Background: an optimization exercise with open tools, aiming at small area, a short achievable clock period and few clock cycles per item. Do not read the settings as production practice.
In this exercise RTL edits were held to simulation tests only and were not proved equivalent to the original.
Power figures rest on the tool's default switching activity, not on a simulated workload.

==> flow/design.v <==
`default_nettype none
package move_eval_pkg;
    typedef enum logic [2:0] {
        dir_n,
        dir_ne,
        dir_e,
        dir_se,
        dir_s,
        dir_sw,
        dir_w,
        dir_nw
    } dir_t;
    typedef enum logic {
        blue = 1'b0,
        red  = 1'b1
    } color_t;
    typedef enum logic [1:0] {
        st_idle,
        st_perm_check,
        st_new_location,
        st_make_decision
    } ctrl_state_t;
    localparam int num_dirs   = 8;
    localparam int win_size   = 25;
    localparam int win_centre = 12;
    localparam int score_w    = 8;
endpackage
`default_nettype wire
`timescale 1ns/100ps
`default_nettype none
import move_eval_pkg::*;
module step_check #(
    parameter int coord_w = 8
) (
    input  wire logic [coord_w-1:0]   from_x,
    input  wire logic [coord_w-1:0]   from_y,
    input  wire logic [coord_w-1:0]   width,
    input  wire logic [coord_w-1:0]   length,
    input  wire logic [2:0]           dir,
    input  wire logic                 point_ok,
    input  wire logic                 line_used,
    input  wire logic                 blocked,
    output logic      [coord_w-1:0]   to_x,
    output logic      [coord_w-1:0]   to_y,
    output logic                      legal
);
    logic signed [coord_w+1:0] nx;
    logic signed [coord_w+1:0] ny;
    logic                      x_in;
    logic                      y_in;
    logic signed [1:0]         dx;
    logic signed [1:0]         dy;
    always_comb
    begin
        case (dir)
            dir_ne, dir_e, dir_se: dx = 2'sb01;
            dir_sw, dir_w, dir_nw: dx = 2'sb11;
            default:               dx = 2'sb00;
        endcase
        case (dir)
            dir_nw, dir_n, dir_ne: dy = 2'sb01;
            dir_se, dir_s, dir_sw: dy = 2'sb11;
            default:               dy = 2'sb00;
        endcase
        nx = $signed({2'b00, from_x}) + dx;
        ny = $signed({2'b00, from_y}) + dy;
    end
    assign x_in = !nx[coord_w+1] && (nx[coord_w:0] <= {1'b0, width});
    assign y_in = !ny[coord_w+1] && (ny[coord_w:0] <= {1'b0, length});
    assign to_x  = nx[coord_w-1:0];
    assign to_y  = ny[coord_w-1:0];
    assign legal = point_ok && !line_used && !blocked && x_in && y_in;
endmodule
`default_nettype wire
`timescale 1ns/100ps
`default_nettype none
import move_eval_pkg::*;
module point_score #(
    parameter int coord_w = 8
) (
    input  wire logic [coord_w-1:0]                y,
    input  wire logic [coord_w-1:0]                length,
    input  wire move_eval_pkg::color_t             color,
    input  wire logic [7:0]                        lines,
    input  wire logic                              legal,
    output logic      [move_eval_pkg::score_w-1:0] score
);
    logic [coord_w-1:0] progress;
    logic [3:0]         line_cnt;
    assign progress = (color == red) ? y : length - y;
    always_comb
    begin
        line_cnt = '0;
        for (int n = 0; n < 8; n++)
            line_cnt = line_cnt + 4'(lines[n]);
    end
    assign score = legal ? score_w'(progress) + score_w'(line_cnt) : '0;
endmodule
`default_nettype wire
`timescale 1ns/100ps
`default_nettype none
import move_eval_pkg::*;
module move_fsm (
    input  wire logic clk,
    input  wire logic rst,
    input  wire logic start,
    input  wire logic no_perm,
    output logic      idle,
    output logic      perm_en,
    output logic      new_loc_en,
    output logic      decide_en,
    output logic      finish
);
    move_eval_pkg::ctrl_state_t state;
    always_ff @(posedge clk)
    begin
        if (rst)
            state <= st_idle;
        else
        begin
            case (state)
                st_idle:
                    if (start)
                        state <= st_perm_check;
                st_perm_check:
                    state <= no_perm ? st_idle : st_new_location;
                st_new_location:
                    state <= st_make_decision;
                default:
                    state <= st_idle;
            endcase
        end
    end
    assign idle       = (state == st_idle);
    assign perm_en    = idle && start;
    assign new_loc_en = (state == st_new_location);
    assign decide_en  = (state == st_make_decision);
    assign finish     = decide_en;
endmodule
`default_nettype wire
`timescale 1ns/100ps
`default_nettype none
import move_eval_pkg::*;
module first_move_stage #(
    parameter int coord_w = 8
) (
    input  wire logic                clk,
    input  wire logic                rst,
    input  wire logic                perm_en,
    input  wire move_eval_pkg::dir_t direction,
    input  wire logic [coord_w-1:0]  current_x,
    input  wire logic [coord_w-1:0]  current_y,
    input  wire logic [coord_w-1:0]  width,
    input  wire logic [coord_w-1:0]  length,
    input  wire logic [24:0]         status,
    input  wire logic [7:0]          centre_lines,
    input  wire logic [7:0]          target_lines,
    output logic                     no_perm,
    output logic                     no_perm_valid,
    output logic      [coord_w-1:0]  nloc_x,
    output logic      [coord_w-1:0]  nloc_y,
    output logic      [4:0]          target_idx,
    output logic                     my_move
);
    logic [4:0]         idx;
    logic [coord_w-1:0] to_x;
    logic [coord_w-1:0] to_y;
    logic               legal;
    logic               on_border;
    always_comb
    begin
        case (direction)
            dir_n:   idx = 5'd7;
            dir_ne:  idx = 5'd8;
            dir_e:   idx = 5'd13;
            dir_se:  idx = 5'd18;
            dir_s:   idx = 5'd17;
            dir_sw:  idx = 5'd16;
            dir_w:   idx = 5'd11;
            default: idx = 5'd6;
        endcase
    end
    step_check #(
        .coord_w   (coord_w)
    ) u_step (
        .from_x    (current_x),
        .from_y    (current_y),
        .width     (width),
        .length    (length),
        .dir       (direction),
        .point_ok  (status[idx]),
        .line_used (centre_lines[direction]),
        .blocked   (1'b0),
        .to_x      (to_x),
        .to_y      (to_y),
        .legal     (legal)
    );
    assign on_border = (to_x == '0) || (to_x == width) || (to_y == '0) || (to_y == length);
    always_ff @(posedge clk)
    begin
        if (rst)
        begin
            no_perm       <= 1'b0;
            no_perm_valid <= 1'b0;
        end
        else
        begin
            no_perm_valid <= perm_en;
            if (perm_en)
                no_perm <= !legal;
        end
    end
    always_ff @(posedge clk)
    begin
        if (perm_en)
        begin
            nloc_x     <= to_x;
            nloc_y     <= to_y;
            target_idx <= idx;
            my_move    <= (target_lines != 8'h00) || on_border;
        end
    end
endmodule
`default_nettype wire
`timescale 1ns/100ps
`default_nettype none
import move_eval_pkg::*;
module reply_stage #(
    parameter int coord_w = 8
) (
    input  wire logic                  clk,
    input  wire logic                  rst,
    input  wire logic                  new_loc_en,
    input  wire move_eval_pkg::dir_t   direction,
    input  wire move_eval_pkg::color_t color,
    input  wire logic [coord_w-1:0]    nloc_x,
    input  wire logic [coord_w-1:0]    nloc_y,
    input  wire logic [coord_w-1:0]    width,
    input  wire logic [coord_w-1:0]    length,
    input  wire logic [4:0]            target_idx,
    input  wire logic [24:0]           status,
    input  wire logic [7:0]            target_lines,
    input  wire logic [move_eval_pkg::num_dirs-1:0][7:0] neighbor_lines,
    output logic [move_eval_pkg::num_dirs-1:0][move_eval_pkg::score_w-1:0] scores
);
    logic [num_dirs-1:0]              legal;
    logic [num_dirs-1:0]              legal_q;
    logic [num_dirs-1:0][coord_w-1:0] to_y;
    logic [num_dirs-1:0][coord_w-1:0] to_y_q;
    for (genvar n = 0; n < num_dirs; n++)
    begin : g_dir
        localparam logic [4:0] win_off = (n == 0) ? -5'sd5 :
                                         (n == 1) ? -5'sd4 :
                                         (n == 2) ?  5'sd1 :
                                         (n == 3) ?  5'sd6 :
                                         (n == 4) ?  5'sd5 :
                                         (n == 5) ?  5'sd4 :
                                         (n == 6) ? -5'sd1 : -5'sd6;
        localparam logic [2:0] n_dir = 3'(n);
        logic [4:0] idx;
        assign idx = target_idx + win_off;
        step_check #(
            .coord_w   (coord_w)
        ) u_step (
            .from_x    (nloc_x),
            .from_y    (nloc_y),
            .width     (width),
            .length    (length),
            .dir       (n_dir),
            .point_ok  (status[idx]),
            .line_used (target_lines[n]),
            .blocked   (n_dir == 3'(direction + 3'd4)),
            .to_x      (),
            .to_y      (to_y[n]),
            .legal     (legal[n])
        );
        point_score #(
            .coord_w (coord_w)
        ) u_score (
            .y       (to_y_q[n]),
            .length  (length),
            .color   (color),
            .lines   (neighbor_lines[n]),
            .legal   (legal_q[n]),
            .score   (scores[n])
        );
    end
    always_ff @(posedge clk)
    begin
        if (rst)
            legal_q <= '0;
        else if (new_loc_en)
            legal_q <= legal;
    end
    always_ff @(posedge clk)
    begin
        if (new_loc_en)
            to_y_q <= to_y;
    end
endmodule
`default_nettype wire
`timescale 1ns/100ps
`default_nettype none
import move_eval_pkg::*;
module best_select #(
    parameter int coord_w = 8
) (
    input  wire logic                  clk,
    input  wire logic                  rst,
    input  wire logic                  decide_en,
    input  wire logic                  my_move,
    input  wire logic [move_eval_pkg::num_dirs-1:0][move_eval_pkg::score_w-1:0] scores,
    input  wire logic [coord_w-1:0]    nloc_y,
    input  wire logic [coord_w-1:0]    length,
    input  wire move_eval_pkg::color_t color,
    input  wire logic [7:0]            target_lines,
    output logic      [move_eval_pkg::score_w-1:0] bestval
);
    logic [score_w-1:0] target_score;
    logic [score_w-1:0] max_s;
    logic [score_w-1:0] min_s;
    point_score #(
        .coord_w (coord_w)
    ) u_target (
        .y       (nloc_y),
        .length  (length),
        .color   (color),
        .lines   (target_lines),
        .legal   (1'b1),
        .score   (target_score)
    );
    always_comb
    begin
        max_s = scores[0];
        min_s = scores[0];
        for (int n = 1; n < num_dirs; n++)
        begin
            if (scores[n] > max_s)
                max_s = scores[n];
            if (scores[n] < min_s)
                min_s = scores[n];
        end
    end
    always_comb
    begin
        if (!decide_en)
            bestval = '0;
        else if (my_move)
            bestval = target_score + max_s;
        else
            bestval = target_score + min_s;
    end
endmodule
`default_nettype wire
`timescale 1ns/100ps
`default_nettype none
import move_eval_pkg::*;
module move_eval_top #(
    parameter int coord_w = 8
) (
    input  wire logic                  clk,
    input  wire logic                  rst,
    input  wire logic                  start,
    input  wire logic [2:0]            direction,
    input  wire logic                  color,
    input  wire logic [coord_w-1:0]    current_x,
    input  wire logic [coord_w-1:0]    current_y,
    input  wire logic [coord_w-1:0]    width,
    input  wire logic [coord_w-1:0]    length,
    input  wire logic [24:0]           status,
    input  wire logic [7:0]            centre_lines,
    input  wire logic [7:0]            target_lines,
    input  wire logic [63:0]           neighbor_lines,
    output logic                       idle,
    output logic                       no_perm,
    output logic                       no_perm_valid,
    output logic                       finish,
    output logic                       my_move,
    output logic [7:0]                 bestval
);
    move_eval_pkg::dir_t              dir_in;
    move_eval_pkg::color_t            color_in;
    logic [num_dirs-1:0][7:0]         nbr_lines;
    assign dir_in    = move_eval_pkg::dir_t'(direction);
    assign color_in  = move_eval_pkg::color_t'(color);
    assign nbr_lines = neighbor_lines;
    logic                             perm_en;
    logic                             new_loc_en;
    logic                             decide_en;
    logic [coord_w-1:0]               nloc_x;
    logic [coord_w-1:0]               nloc_y;
    logic [4:0]                       target_idx;
    logic [num_dirs-1:0][score_w-1:0] scores;
    move_fsm u_fsm (
        .clk        (clk),
        .rst        (rst),
        .start      (start),
        .no_perm    (no_perm),
        .idle       (idle),
        .perm_en    (perm_en),
        .new_loc_en (new_loc_en),
        .decide_en  (decide_en),
        .finish     (finish)
    );
    first_move_stage #(
        .coord_w       (coord_w)
    ) u_first (
        .clk           (clk),
        .rst           (rst),
        .perm_en       (perm_en),
        .direction     (dir_in),
        .current_x     (current_x),
        .current_y     (current_y),
        .width         (width),
        .length        (length),
        .status        (status),
        .centre_lines  (centre_lines),
        .target_lines  (target_lines),
        .no_perm       (no_perm),
        .no_perm_valid (no_perm_valid),
        .nloc_x        (nloc_x),
        .nloc_y        (nloc_y),
        .target_idx    (target_idx),
        .my_move       (my_move)
    );
    reply_stage #(
        .coord_w        (coord_w)
    ) u_reply (
        .clk            (clk),
        .rst            (rst),
        .new_loc_en     (new_loc_en),
        .direction      (dir_in),
        .color          (color_in),
        .nloc_x         (nloc_x),
        .nloc_y         (nloc_y),
        .width          (width),
        .length         (length),
        .target_idx     (target_idx),
        .status         (status),
        .target_lines   (target_lines),
        .neighbor_lines (nbr_lines),
        .scores         (scores)
    );
    best_select #(
        .coord_w      (coord_w)
    ) u_best (
        .clk          (clk),
        .rst          (rst),
        .decide_en    (decide_en),
        .my_move      (my_move),
        .scores       (scores),
        .nloc_y       (nloc_y),
        .length       (length),
        .color        (color_in),
        .target_lines (target_lines),
        .bestval      (bestval)
    );
endmodule
`default_nettype wire
==> flow/run.sh <==
#!/bin/bash
# synth_recipe.tcl (not shown) runs the flow's synth.tcl, then flattens the netlist and writes it again
# the make line also repeats each setting of config.mk as NAME=value (left out here)
make -C /OpenROAD-flow-scripts/flow DESIGN_CONFIG=/design/flow/config.mk WORK_HOME=/design/flow/orfs CLKGATE_MAP_FILE= SYNTH_SCRIPT=/design/flow/synth_recipe.tcl finish
==> flow/config.mk <==
export PLATFORM = sky130hd
export DESIGN_NAME = move_eval_top
export DESIGN_NICKNAME = move_eval_top
export VERILOG_FILES = /design/flow/design.v
export SDC_FILE = /design/flow/constraint.sdc
export NUM_CORES = 4
export LEC_CHECK = 0
export CAP_MARGIN = 20
export CORE_MARGIN = 2
export CORE_UTILIZATION = 40
export SLEW_MARGIN = 20
==> flow/constraint.sdc <==
create_clock -name core_clock -period 32.0 [get_ports {clk}]
set_input_delay 6.4000 -clock core_clock [delete_from_list [all_inputs] [get_ports {clk}]]
set_output_delay 6.4000 -clock core_clock [all_outputs]
set_load 0.01 [all_outputs]
==> impl_metrics.sql <==
INSERT INTO impl_metrics (metric_group, metric, value, unit) VALUES
('worst_setup_path', 'crit_path_end_kind', 'output pin', ''),
('logic_synthesis', 'yosys_most_used_dff', 'sky130_fd_sc_hd__edfxtp_1', ''),
('timing', 'timing.final.setup_violations', '0', ''),
('power_and_ir_drop', 'ir_drop', '0.0359', 'mV'),
('worst_setup_path', 'crit_path_max_fanout', '9', ''),
('logic_synthesis', 'ys_warn_count', '6', ''),
('clocking', 'clkTransAtPathRegs', '0.05', 'ns'),
('worst_setup_path', 'timing_worst_setup_path_type', 'input port to output pin', ''),
('clocking', 'tritoncts', 'done', ''),
('logic_synthesis', 'synth_sequential_area_ratio', '10.8', '%'),
('logic_synthesis', 'ys_ff_latch', '57', ''),
('global_routing', 'globalRoute.totalOverflow', '0', ''),
('floorplanning', 'io_pins', '157', ''),
('run_status', 'outcome', 'no timing/DRC/antenna violations', ''),
('floorplanning', 'start_util', '40.4', '%'),
('logic_synthesis', 'synth-simple-area-share', '15.5', '%'),
('worst_setup_path', 'r2r_slack', '28.25', 'ns'),
('worst_setup_path', 'crit_required', '25.60', 'ns'),
('logic_synthesis', 'post_synth_edffs', '45', ''),
('clocking', 'post_cts_hold_buffer_count', '0', ''),
('logic_synthesis', 'synth-adder-area-share', '29.8', '%'),
('worst_setup_path', 'timing.critical_path.max_delay_family', 'compound AO/OA/AOI/OAI gates', ''),
('global_routing', 'grt_antenna_before_repair', '1', ''),
('worst_setup_path', 'critPathLaunchType', 'input port', ''),
('timing', 'final_min_period_over_clock_period', '96.5', '%'),
('floorplanning', 'dieHeight', '196', 'um'),
('worst_setup_path', 'cp.buffers_inverters', '6', ''),
('floorplanning', 'floorplan.die_area', '38300', 'um2'),
('logic_synthesis', 'post_synth.cell_area_avg', '8.33', 'um2'),
('drt', 'highest_layer', 'met4', ''),
('min_path', 'min_delay_path_depth', '2', ''),
('global_routing', 'via_count_of_the_first_global_routing_pass', '13195', ''),
('worst_setup_path', 'top_cell_by_count_worst_path', 'sky130_fd_sc_hd__ha_1', ''),
('clocking', 'ctsRootBufferMaster', 'sky130_fd_sc_hd__clkbuf_16', ''),
('timing', 'worst_pin_slew', '0.854', 'ns'),
('place', 'place_hpwl', '36.4', 'mm'),
('timing', 'final.min_clock_period', '30.88', 'ns'),
('timing', 'maxClockFrequency', '32.4', 'MHz'),
('drt', 'wl', '42.3', 'mm'),
('global_routing', 'grt_first_pass_wirelength', '67.9', 'mm'),
('drt', 'route.detailed.drc', '0', ''),
('min_path', 'worst_hold_path.endpoint', 'u_first.no_perm', ''),
('drt', 'met1Wirelength', '18.2', 'mm'),
('global_routing', 'grt_max_degree', '42', ''),
('worst_setup_path', 'launch_point_of_the_worst_reg_to_reg_path', 'u_first.target_idx[1]', ''),
('logic_synthesis', 'ys_async_sr_fraction', '0', '%'),
('clocking', 'clkSinkCount', '57', ''),
('power_and_ir_drop', 'static-leakage-power', '8.24', 'nW'),
('finish', 'core_utilization_of_the_finished_layout', '47.7', '%'),
('timing', 'hold_viol', '0', ''),
('floorplanning', 'die-width', '196', 'um'),
('place', 'numPortBuffers', '156', ''),
('clocking', 'cts-buffers-inserted', '9', ''),
('drt', 'route.detailed.vias_per_inst', '5.46', ''),
('finish', 'post_layout_net_count', '2388', ''),
('timing', 'worst_case_headroom_to_the_max_slew_limit', '41.6', '%'),
('logic_synthesis', 'post_synth_instance_area', '14700', 'um2'),
('logic_synthesis', 'dominant_combinational_cell_family_by_area_after_synthesis', 'adder cells', ''),
('min_path', 'holdCritStartpoint', 'u_first.no_perm', ''),
('clocking', 'ctsHtreeMaxLevel', '3', ''),
('drt', 'drt_pre_antenna_iters', '8', ''),
('drt', 'dr_vias', '13102', ''),
('drt', 'route.antenna.remaining_nets', '0', ''),
('logic_synthesis', 'synth_cell_types', '78', ''),
('power_and_ir_drop', 'power_density', '44.9', 'nW/um2'),
('drt', 'post_drt_wl_per_cell', '17.6', 'um'),
('logic_synthesis', 'syn_inst', '1763', ''),
('worst_setup_path', 'worst_path_max_stage_delay', '0.57', 'ns'),
('place', 'globalplace.congestion', '0.942', ''),
('timing', 'slew_viol_final', '0', ''),
('worst_setup_path', 'reg2regPathDepth', '8', '');
## cell usage after synthesis, types with 7 or more instances
library cell,number
sky130_fd_sc_hd__a21o_1,55
sky130_fd_sc_hd__a21oi_1,135
sky130_fd_sc_hd__a31oi_1,16
sky130_fd_sc_hd__and2_1,14
sky130_fd_sc_hd__and3_1,15
sky130_fd_sc_hd__clkbuf_1,37
sky130_fd_sc_hd__dfxtp_1,12
sky130_fd_sc_hd__edfxtp_1,45
sky130_fd_sc_hd__fa_1,52
sky130_fd_sc_hd__ha_1,266
sky130_fd_sc_hd__inv_1,216
sky130_fd_sc_hd__mux2_2,40
sky130_fd_sc_hd__mux2i_1,45
sky130_fd_sc_hd__mux4_2,33
sky130_fd_sc_hd__nand2_1,140
sky130_fd_sc_hd__nand2b_1,30
sky130_fd_sc_hd__nand3_1,42
sky130_fd_sc_hd__nand4_1,19
sky130_fd_sc_hd__nor2_1,108
sky130_fd_sc_hd__nor2b_1,46
sky130_fd_sc_hd__nor3_1,18
sky130_fd_sc_hd__nor4_1,7
sky130_fd_sc_hd__o211ai_1,7
sky130_fd_sc_hd__o21a_1,12
sky130_fd_sc_hd__o21ai_0,89
sky130_fd_sc_hd__o21ai_1,10
sky130_fd_sc_hd__o21bai_1,15
sky130_fd_sc_hd__or3_1,9
sky130_fd_sc_hd__xnor2_1,92
sky130_fd_sc_hd__xor2_1,41
## flip-flops by register name (all words and copies together) (netlist names)
register,count
u_first.my_move,1
u_first.nloc_x,8
u_first.nloc_y,8
u_first.no_perm,1
u_first.no_perm_valid,1
u_first.target_idx,5
u_fsm.state,2
u_reply.legal_q,8
u_reply.to_y_q,23
## placed cells by master, fill, tap and decap left out, types with 7 or more instances in the layout
cell,count
sky130_fd_sc_hd__clkdlybuf4s50_1,156
sky130_fd_sc_hd__or3_1,9
sky130_fd_sc_hd__inv_1,216
sky130_fd_sc_hd__o211ai_1,7
sky130_fd_sc_hd__mux2_2,40
sky130_fd_sc_hd__and3_1,15
sky130_fd_sc_hd__mux2i_1,42
sky130_fd_sc_hd__o21bai_1,15
sky130_fd_sc_hd__nor3_1,18
sky130_fd_sc_hd__o21ai_0,87
sky130_fd_sc_hd__xor2_1,41
sky130_fd_sc_hd__buf_4,38
sky130_fd_sc_hd__o21a_1,12
sky130_fd_sc_hd__nand2_1,139
sky130_fd_sc_hd__fa_1,52
sky130_fd_sc_hd__edfxtp_1,45
sky130_fd_sc_hd__clkbuf_16,9
sky130_fd_sc_hd__nand4_1,19
sky130_fd_sc_hd__a21oi_1,130
sky130_fd_sc_hd__nand2b_1,30
sky130_fd_sc_hd__nor2b_1,46
sky130_fd_sc_hd__nor4_1,7
sky130_fd_sc_hd__a31oi_1,15
sky130_fd_sc_hd__nor2_1,106
sky130_fd_sc_hd__o21ai_1,9
sky130_fd_sc_hd__a21o_1,55
sky130_fd_sc_hd__mux4_2,33
sky130_fd_sc_hd__xnor2_1,91
sky130_fd_sc_hd__dfxtp_1,12
sky130_fd_sc_hd__and2_1,14
sky130_fd_sc_hd__nand3_1,41
sky130_fd_sc_hd__ha_1,266
## metal layers
layer  up-vias  global-route usage [%]
met1      6136                    27.1
met4         0                    8.23
met3        71                    2.63
met2       314                    40.1
met5         -                       0
li1       6581                       -
## kinds of logic (layout without fill, tap and decap cells)
group | after synthesis | in the layout
and+or+nand+nor | 469 | 470
AOI/OAI and AO/OA | 400 | 400
adders and majority gates | 319 | 319
buffers and inverters | 260 | 427
xor gates and xnor gates | 133 | 133
muxes | 125 | 125
DFF | 57 | 57
other | 0 | 1
## power breakdown
part	internal, W	switching [W]
registers	0.0000891	0.0000101
clock network	0.0000511	0.0000312
logic	0.000281	0.000316
## through the flow
stage | total power [W] | instance area, um2 | instances | worst slack [ns] | hold WS (ns)
finish | 0.000779 | 17300 | 2400 | 1.12 | 0.527
global route | 0.000856 | 17300 | 2399 | -0.0602 | 0.539
CTS | 0.000753 | 17100 | 2381 | 0.0804 | 0.527
detailed placement | 0.000665 | 16800 | 2364 | -0.449 | 0.516
global placement | 0.000656 | 16800 | 2364 | 0.0317 | 0.507
floorplan | 0.000519 | 14700 | 1763 | 1.66 | 0.424
## final cells by class
class	count	area (um2)
flip-flops and latches	57	1590
inverters	216	811
clock buffers	11	233
repair buffers	195	1860
diodes	1	2.50
fillers	3586	19000
well taps	468	586
multi-input cells	1447	12200
clock inverters	5	22.5
## tightest hold or removal path, cell delays in order, from the launching register on
cell	delay, ns
sky130_fd_sc_hd__dfxtp_1	0.33
sky130_fd_sc_hd__nor2_1	0.10
sky130_fd_sc_hd__nor3_1	0.05
## repair_timing
action / in CTS / in global routing
setup endpoints to repair: 2 / 7
gates resized for setup: 2 / 23
buffers inserted: 1 / 17
pin swaps: 0 / 5
gates cloned: 0 / 1
## worst max path at each step
stage               cells past startpoint          to  slack (ns)  startpoint
finish                                 90  bestval[7]        1.12   length[0]
global route                           91  bestval[7]       -0.06   length[0]
CTS                                    91  bestval[7]        0.08   length[0]
detailed placement                     91  bestval[7]       -0.45   length[0]
global placement                       91  bestval[7]        0.03   length[0]
floorplan                              89  bestval[7]        1.66       color
Testbench counts, summed over its fixed seeds: cycles 10,854, moves 3,200.

-- static timing again, ports no longer ideal --
Ports are ideal in the flow. The routed layout listed here was re-timed in OpenROAD. Step 1 (the two cells are an assumption about what drives the block):
set clk [get_ports {clk}]
set_driving_cell -lib_cell sky130_fd_sc_hd__clkbuf_16 $clk
set_driving_cell -lib_cell sky130_fd_sc_hd__buf_2 [delete_from_list [all_inputs] $clk]
Step 2 also shifts input and output timing later by t, the mid clock arrival at the registers, as if the neighbouring blocks saw the same clock. Slacks: ideal / step 1 / step 2; pairs: ideal / step 1.
t (ns): 0.358
setup WS [ns]: 1.117 / 1.095 / 1.095
worst hold slack (ns): 0.527 / 0.527 / 0.527
clock arrival spread, ns: 0.008 / 0.008
pins driven straight from the clock port: 1
After both steps this run still meets setup and hold. The setup slack of this run moves by -0.022 ns with the drivers and by -0.022 ns with both steps.
